Context: an optimization exercise on an open-source flow, tuned for small area. The choices shown serve that exercise and are no tape-out recipe.
RTL that was checked went through simulation tests only; none was proved equivalent to the original.
No activity file was given, so power comes from the tool's default toggle rates.

==> inputs of quartz <==
Design rv32_decode_execute, start of the top module:
module rv32_decode_execute (
  input  logic                 clk,
  input  logic                 reset_n,
  input  logic                 valid_in,
  input  logic                 stall,
  input  logic [XLEN-1:0]      instr,
  input  logic [XLEN-1:0]      pc,
  input  logic [XLEN-1:0]      rs1_val,
  input  logic [XLEN-1:0]      rs2_val,
  output logic [4:0]           rs1_addr,
  output logic [4:0]           rs2_addr,
  output logic                 valid_out,
  output logic [4:0]           rd_addr,
  output logic                 reg_write,
  output logic [XLEN-1:0]      result,
  output logic [XLEN-1:0]      mem_addr,
  output logic [XLEN-1:0]      store_data,
  output logic                 is_load,
  output logic                 is_store,
  output logic [2:0]           load_type,
  output logic [2:0]           store_type,
  output logic                 branch_taken,
  output logic [XLEN-1:0]      pc_target,
  output logic                 is_div,
  output logic [1:0]           div_op,
  output logic                 illegal,
  output logic                 halt,
  output logic                 misaligned
);
clock: 14.0 ns
lec_check: 0
cap_margin: 20
core_margin: 2
core_utilization: 60
slew_margin: 20
synth_hierarchical: 1
standard.sh (not shown) runs the stock make flow with config.mk's settings and CLKGATE_MAP_FILE= SYNTH_SCRIPT=/design/flow/synth_recipe.tcl, a recipe that flattens the netlist after the stock synthesis.
==> flow/flow/run.sh <==
#!/bin/bash
# The standard layout (standard.sh, unchanged synthesis), except that the port
# buffers are the smallest buffer cell. make's full output goes to standard.log.
set -uo pipefail
export BUFFER_PORTS_ARGS="-buffer_cell sky130_fd_sc_hd__buf_1"
bash standard.sh BUFFER_PORTS_ARGS="$BUFFER_PORTS_ARGS" finish > standard.log 2>&1
rc=$?
tail -30 standard.log
exit $rc
==> amber (differences from quartz) <==
--- a/flow/design.v
+++ b/flow/design.v
@@ -15,12 +15,13 @@
 module rv32_alu (
   input  logic [32:0] a,     
   input  logic [16:0] x1,    
   input  logic [15:0] x2,    
   input  logic [15:0] ng,    
   input  logic [32:0] c,     
+  input  logic        cin,   
   output logic [63:0] p
 );
   logic pp_0_0;
   logic pp_0_1;
   logic pp_0_2;
   logic pp_0_3;
@@ -51,12 +52,13 @@
   logic pp_0_28;
   logic pp_0_29;
   logic pp_0_30;
   logic pp_0_31;
   logic pp_0_32;
   logic pp_0_33;
+  logic ng0c;
   logic pp_1_0;
   logic pp_1_1;
   logic pp_1_2;
   logic pp_1_3;
   logic pp_1_4;
   logic pp_1_5;
@@ -2111,12 +2113,13 @@
   assign pp_0_28 = ((x1[0] & a[28]) | (x2[0] & a[27])) ^ ng[0];
   assign pp_0_29 = ((x1[0] & a[29]) | (x2[0] & a[28])) ^ ng[0];
   assign pp_0_30 = ((x1[0] & a[30]) | (x2[0] & a[29])) ^ ng[0];
   assign pp_0_31 = ((x1[0] & a[31]) | (x2[0] & a[30])) ^ ng[0];
   assign pp_0_32 = ((x1[0] & a[32]) | (x2[0] & a[31])) ^ ng[0];
   assign pp_0_33 = ~(((x1[0] & a[32]) | (x2[0] & a[32])) ^ ng[0]);
+  assign ng0c = ng[0] | cin;
   assign pp_1_0 = ((x1[1] & a[0]) | (x2[1] & 1'b0)) ^ ng[1];
   assign pp_1_1 = ((x1[1] & a[1]) | (x2[1] & a[0])) ^ ng[1];
   assign pp_1_2 = ((x1[1] & a[2]) | (x2[1] & a[1])) ^ ng[1];
   assign pp_1_3 = ((x1[1] & a[3]) | (x2[1] & a[2])) ^ ng[1];
   assign pp_1_4 = ((x1[1] & a[4]) | (x2[1] & a[3])) ^ ng[1];
   assign pp_1_5 = ((x1[1] & a[5]) | (x2[1] & a[4])) ^ ng[1];
@@ -3160,13 +3163,13 @@
   rv32_fa u_s977 (.a(c853), .b(s856), .ci(c855), .s(s977), .co(c978));
   rv32_fa u_s979 (.a(s862), .b(c857), .ci(s860), .s(s979), .co(c980));
   rv32_fa u_s981 (.a(pp_16_26), .b(pp_16_27), .ci(c861), .s(s981), .co(c982));
   rv32_fa u_s983 (.a(pp_16_28), .b(c864), .ci(s865), .s(s983), .co(c984));
   rv32_fa u_s985 (.a(pp_14_33), .b(pp_15_31), .ci(pp_16_29), .s(s985), .co(c986));
   rv32_ha u_s987 (.a(pp_15_32), .b(pp_16_30), .s(s987), .co(c988));
-  rv32_ha u_s989 (.a(ng[0]), .b(c[0]), .s(s989), .co(c990));
+  rv32_ha u_s989 (.a(ng0c), .b(c[0]), .s(s989), .co(c990));
   rv32_ha u_s991 (.a(c[1]), .b(pp_0_1), .s(s991), .co(c992));
   rv32_fa u_s993 (.a(s867), .b(pp_0_2), .ci(pp_1_0), .s(s993), .co(c994));
   rv32_fa u_s995 (.a(c868), .b(pp_1_1), .ci(s869), .s(s995), .co(c996));
   rv32_fa u_s997 (.a(pp_2_0), .b(c870), .ci(s871), .s(s997), .co(c998));
   rv32_fa u_s999 (.a(c872), .b(s873), .ci(s650), .s(s999), .co(c1000));
   rv32_fa u_s1001 (.a(c874), .b(s654), .ci(s875), .s(s1001), .co(c1002));
@@ -4060,50 +4063,12 @@
   assign co = (a & b) | (ci & (a ^ b));
 endmodule
 module rv32_ha (input logic a, input logic b, output logic s, output logic co);
   assign s  = a ^ b;
   assign co = a & b;
 endmodule
-module rv32_slice (
-  input  logic rs1,
-  input  logic rs2,
-  input  logic imm,
-  input  logic oh,        
-  input  logic lo,        
-  input  logic hi,        
-  input  logic jl,        
-  input  logic p4,        
-  input  logic ps,        
-  input  logic use_rs2,
-  input  logic shift,
-  input  logic czero,
-  input  logic sel_lo,
-  input  logic sel_hi,
-  input  logic sel_x,
-  input  logic sel_n,
-  input  logic sel_p4,
-  input  logic sel_ps,
-  input  logic r2_st,
-  input  logic r2_jalr,
-  output logic bsel,
-  output logic ma,
-  output logic mc,
-  output logic x,
-  output logic r1,
-  output logic r2
-);
-  logic n;
-  assign bsel = use_rs2 ? rs2 : imm;
-  assign ma   = shift ? oh : bsel;
-  assign mc   = !czero & rs1;
-  assign x    = rs1 ^ bsel;
-  assign n    = rs1 & bsel;
-  assign r1   = (sel_lo & lo) | (sel_hi & hi) | (sel_x & x) | (sel_n & n) |
-                (sel_p4 & p4) | (sel_ps & ps);
-  assign r2   = r2_st ? rs2 : (r2_jalr ? jl : ps);
-endmodule
 import rv32_pkg::*;
 module rv32_decode_execute (
   input  logic                 clk,
   input  logic                 reset_n,
   input  logic                 valid_in,
   input  logic                 stall,
@@ -4177,75 +4142,82 @@
   assign slt   = alu & !mul7 & (f3[2:1] == 2'b01);
   assign shift = alu & !mul7 & (f3[1:0] == 2'b01);
   assign lui   = !opc[6] & opc[2] & opc[5];
   assign inv   = (opc[6] & !opc[2]) | sub | slt;       
   assign sgn   = (opc[6] & !opc[2]) ? !f3[1] : !f3[0];
   logic use_rs2;
-  logic [31:0] imm, bsel, bx;
+  logic [31:0] imm, bsel, lg;
   assign use_rs2 = (alu & opreg) | (opc[6] & !opc[2]);
   always_comb begin
     if (opc[2] & !opc[6])              
       imm = {instr[31:12], 12'd0};
     else if (!opc[6] & opc[5] & !opc[4])  
       imm = {{20{instr[31]}}, instr[31:25], instr[11:7]};
     else
       imm = {{20{instr[31]}}, instr[31:20]};
   end
+  assign bsel = use_rs2 ? rs2_val : imm;
+  assign lg = f3[1] ? (f3[0] ? (rs1_val & bsel) : (rs1_val | bsel)) : (rs1_val ^ bsel);
   logic [32:0] ma, mc;
   logic [16:0] x1;
   logic [15:0] x2, ng;
-  logic        bdig, r_sgn, m_sgn, czero;
-  logic [33:0] rb;
+  logic        a_sgn, b_sgn, czero;
   logic [4:0]  shamt;
-  logic [31:0] dec, onehot;
+  logic [31:0] dec;
+  logic [32:0] onehot;
+  logic [33:0] rb;
   logic        left;
   logic [63:0] mp;
-  assign bdig  = mul7 | shift;
-  assign r_sgn = mul7 ? (f3[1] ^ f3[0]) : instr[30];
-  assign rb    = {{2{r_sgn & rs1_val[31]}}, rs1_val};
+  assign a_sgn = mul7 ? (f3[1] ^ f3[0]) : (shift ? instr[30] : sgn);
+  assign ma    = {a_sgn & rs1_val[31], rs1_val};
+  assign b_sgn = (f3[1:0] == 2'b01) & rs2_val[31];
+  assign rb    = {b_sgn, b_sgn, rs2_val};
+  assign shamt = bsel[4:0];
+  assign left  = !f3[2];
+  always_comb begin
+    dec = 32'd0;
+    dec[shamt] = 1'b1;
+  end
+  always_comb begin
+    if (shift) begin
+      onehot[0] = left & dec[0];
+      for (int j = 1; j < 32; j++)
+        onehot[j] = left ? dec[j] : dec[32-j];
+      onehot[32] = !left & dec[0];
+    end else
+      onehot = {32'd0, !lui};
+  end
   always_comb begin
     for (int i = 0; i < 16; i++) begin
-      if (bdig) begin
+      if (mul7) begin
         x1[i] = rb[2*i] ^ ((i == 0) ? 1'b0 : rb[2*i-1]);
         x2[i] = (rb[2*i+1] & !rb[2*i] & !((i == 0) ? 1'b0 : rb[2*i-1])) |
                 (!rb[2*i+1] & rb[2*i] & ((i == 0) ? 1'b0 : rb[2*i-1]));
         ng[i] = rb[2*i+1];
       end else begin
-        x1[i] = (i == 0);
-        x2[i] = 1'b0;
-        ng[i] = (i == 0) & inv;
+        x1[i] = onehot[2*i];
+        x2[i] = onehot[2*i+1];
+        ng[i] = 1'b0;
       end
     end
-    x1[16] = bdig & (rb[32] ^ rb[31]);
+    x1[16] = mul7 ? (rb[32] ^ rb[31]) : onehot[32];
   end
-  assign shamt = bsel[4:0];
-  assign left  = !f3[2];
-  always_comb begin
-    dec = 32'd0;
-    dec[shamt] = 1'b1;
-  end
-  always_comb begin
-    onehot[0] = dec[0];
-    for (int j = 1; j < 32; j++)
-      onehot[j] = left ? dec[j] : dec[32-j];
-  end
-  assign m_sgn = mul7 ? (f3[1:0] == 2'b01) : sgn;
-  assign ma[32] = !shift & m_sgn & bsel[31];
-  assign czero = bdig | lui;
-  assign mc[32] = !czero & sgn & rs1_val[31];
+  assign czero = mul7 | shift;
+  assign mc    = czero ? 33'd0 : {inv & !(sgn & bsel[31]), bsel ^ {32{inv}}};
   rv32_alu u_alu (
     .a   (ma),
     .x1  (x1),
     .x2  (x2),
     .ng  (ng),
     .c   (mc),
+    .cin (inv),
     .p   (mp)
   );
   logic lt, eq, br_cond;
   assign lt      = mp[32];
-  assign eq      = (bx == 32'd0);
+  assign eq      = ((rs1_val ^ bsel) == 32'd0);
   assign br_cond = f3[2] ? (lt ^ f3[0]) : (eq ^ f3[0]);
   logic [31:0] immpc, pcsum, pc4;
   always_comb begin
     if (!opc[6])                       
       immpc = {instr[31:12], 12'd0};
     else if (opc[2])                   
@@ -4265,53 +4237,31 @@
   );
   assign pc4[1:0] = pc[1:0];
   logic sel_lo, sel_hi, sel_slt, sel_lg, sel_pc4, sel_auipc;
   assign sel_pc4   = opc[6];
   assign sel_auipc = !opc[6] & opc[2] & !opc[5];
   assign sel_lo    = lui | (!opc[6] & !opc[2] & !opc[4]) |
-                     (alu & (mul7 ? (f3 == 3'b000) : ((f3[2:1] == 2'b00) | ((f3 == 3'b101) & dec[0]))));
-  assign sel_hi    = alu & (mul7 ? (f3[2] == 1'b0) & (f3[1:0] != 2'b00) : ((f3 == 3'b101) & !dec[0]));
+                     (alu & (mul7 ? (f3 == 3'b000) : (f3[2:1] == 2'b00)));
+  assign sel_hi    = alu & (mul7 ? (f3[2] == 1'b0) & (f3[1:0] != 2'b00) : (f3 == 3'b101));
   assign sel_slt   = slt;
   assign sel_lg    = alu & !mul7 & f3[2] & (f3[1:0] != 2'b01);
-  logic sel_x, sel_n, r2_st, r2_jalr;
-  assign sel_x   = sel_lg & !(f3[1] & f3[0]);
-  assign sel_n   = sel_lg & f3[1];
-  assign r2_st   = !opc[6];                   
-  assign r2_jalr = !opc[3] & opc[2];          
-  logic [31:0] r1_d, r1_s, r2_d;
-  for (genvar j = 0; j < 32; j++) begin : g_bit
-    rv32_slice u_slice (
-      .rs1     (rs1_val[j]),
-      .rs2     (rs2_val[j]),
-      .imm     (imm[j]),
-      .oh      (onehot[j]),
-      .lo      (mp[j]),
-      .hi      (mp[32+j]),
-      .jl      ((j == 0) ? 1'b0 : mp[j]),
-      .p4      (pc4[j]),
-      .ps      (pcsum[j]),
-      .use_rs2 (use_rs2),
-      .shift   (shift),
-      .czero   (czero),
-      .sel_lo  (sel_lo),
-      .sel_hi  (sel_hi),
-      .sel_x   (sel_x),
-      .sel_n   (sel_n),
-      .sel_p4  (sel_pc4),
-      .sel_ps  (sel_auipc),
-      .r2_st   (r2_st),
-      .r2_jalr (r2_jalr),
-      .bsel    (bsel[j]),
-      .ma      (ma[j]),
-      .mc      (mc[j]),
-      .x       (bx[j]),
-      .r1      (r1_s[j]),
-      .r2      (r2_d[j])
-    );
+  logic [31:0] r1_d, r2_d;
+  assign r1_d = ({32{sel_lo}}    & mp[31:0])  |
+                ({32{sel_hi}}    & mp[63:32]) |
+                ({32{sel_lg}}    & lg)        |
+                ({32{sel_pc4}}   & pc4)       |
+                ({32{sel_auipc}} & pcsum)     |
+                {31'd0, sel_slt & lt};
+  always_comb begin
+    if (!opc[6])                       
+      r2_d = rs2_val;
+    else if (!opc[3] & opc[2])         
+      r2_d = {mp[31:1], 1'b0};
+    else                               
+      r2_d = pcsum;
   end
-  assign r1_d = {r1_s[31:1], r1_s[0] | (sel_slt & lt)};
   logic v_q, rw_q, ld_q, st_q, bt_q, div_q, ill_q, halt_q;
   logic [31:0] r1_q, r2_q;
   logic [4:0]  rd_q;
   logic [2:0]  f3_q;
   always_ff @(posedge clk) begin
     if (!reset_n) begin
ABC_AREA = 1   (was not set)
==> reports/results.tsv <==
stage	metric	value	unit
floorplan	dieArea	0.0584	sq mm
final_layout	layout.cells.non_filler	4321	
pwr	p_leak	14.3	nW
final_layout	n_antenna_cell	5	
final_layout	final_nets	4453	
routing	drt_pass1_iterations	7	
final_layout	synthToLayoutAreaGrowth	4.26	%
status	status	finished clean	
worst_hold_path	hold_path_end	ld_q	
final_layout	multi_input_area	0.0292	sq mm
synthesis	yosysSeqAreaShare	0.0686	
The numbers above come from quartz.

==> reports/results.tsv <==
stage	metric	value	unit
final_layout	synthToLayoutAreaGrowth	3.15	%
synthesis	yosysSeqAreaShare	0.0677	
final_layout	multi_input_area	0.0284	sq mm
global_route	grt_util_met1	0.622	
routing	drt_pass1_iterations	8	
final_layout	final_nets	4997	
synthesis	synth_seq_cells	80	
floorplan	dieArea	0.0591	sq mm
routing	vias_per_cell	7.01	
status	status	finished clean	
The numbers above come from amber.

No functional check of the RTL was part of quartz.

==> afterwards: timing with drivers on the ports <==
In the flow no input, the clock included, has a driving cell. The finished layouts below were timed again as built, in two steps.
Step 1, drivers: a clkbuf_16 drives clk and a buf_2 each remaining input, both assumed.
Step 2 adds t to the input delays and takes it off the output delays; t is the mean of the earliest and latest rising clock arrival at the registers after step 1. Input paths then give back, and output paths get back, about the clock's delay inside the block.
Slacks: ideal ports / drivers / drivers and shift; pairs: ideal ports / drivers.
run	t, ns	setup WS [ns]	clock arrival spread, ns	worst data-port slew with drivers (ns)
quartz	0.410	0.445 / 0.470 / 0.059	0.021 / 0.021	0.13
amber	0.426	1.326 / 1.349 / 0.923	0.016 / 0.016	0.13
After both steps every run listed still meets setup and hold. For amber, which loses most, drivers alone change the setup slack by +0.023 ns; drivers and shift together by -0.403 ns.
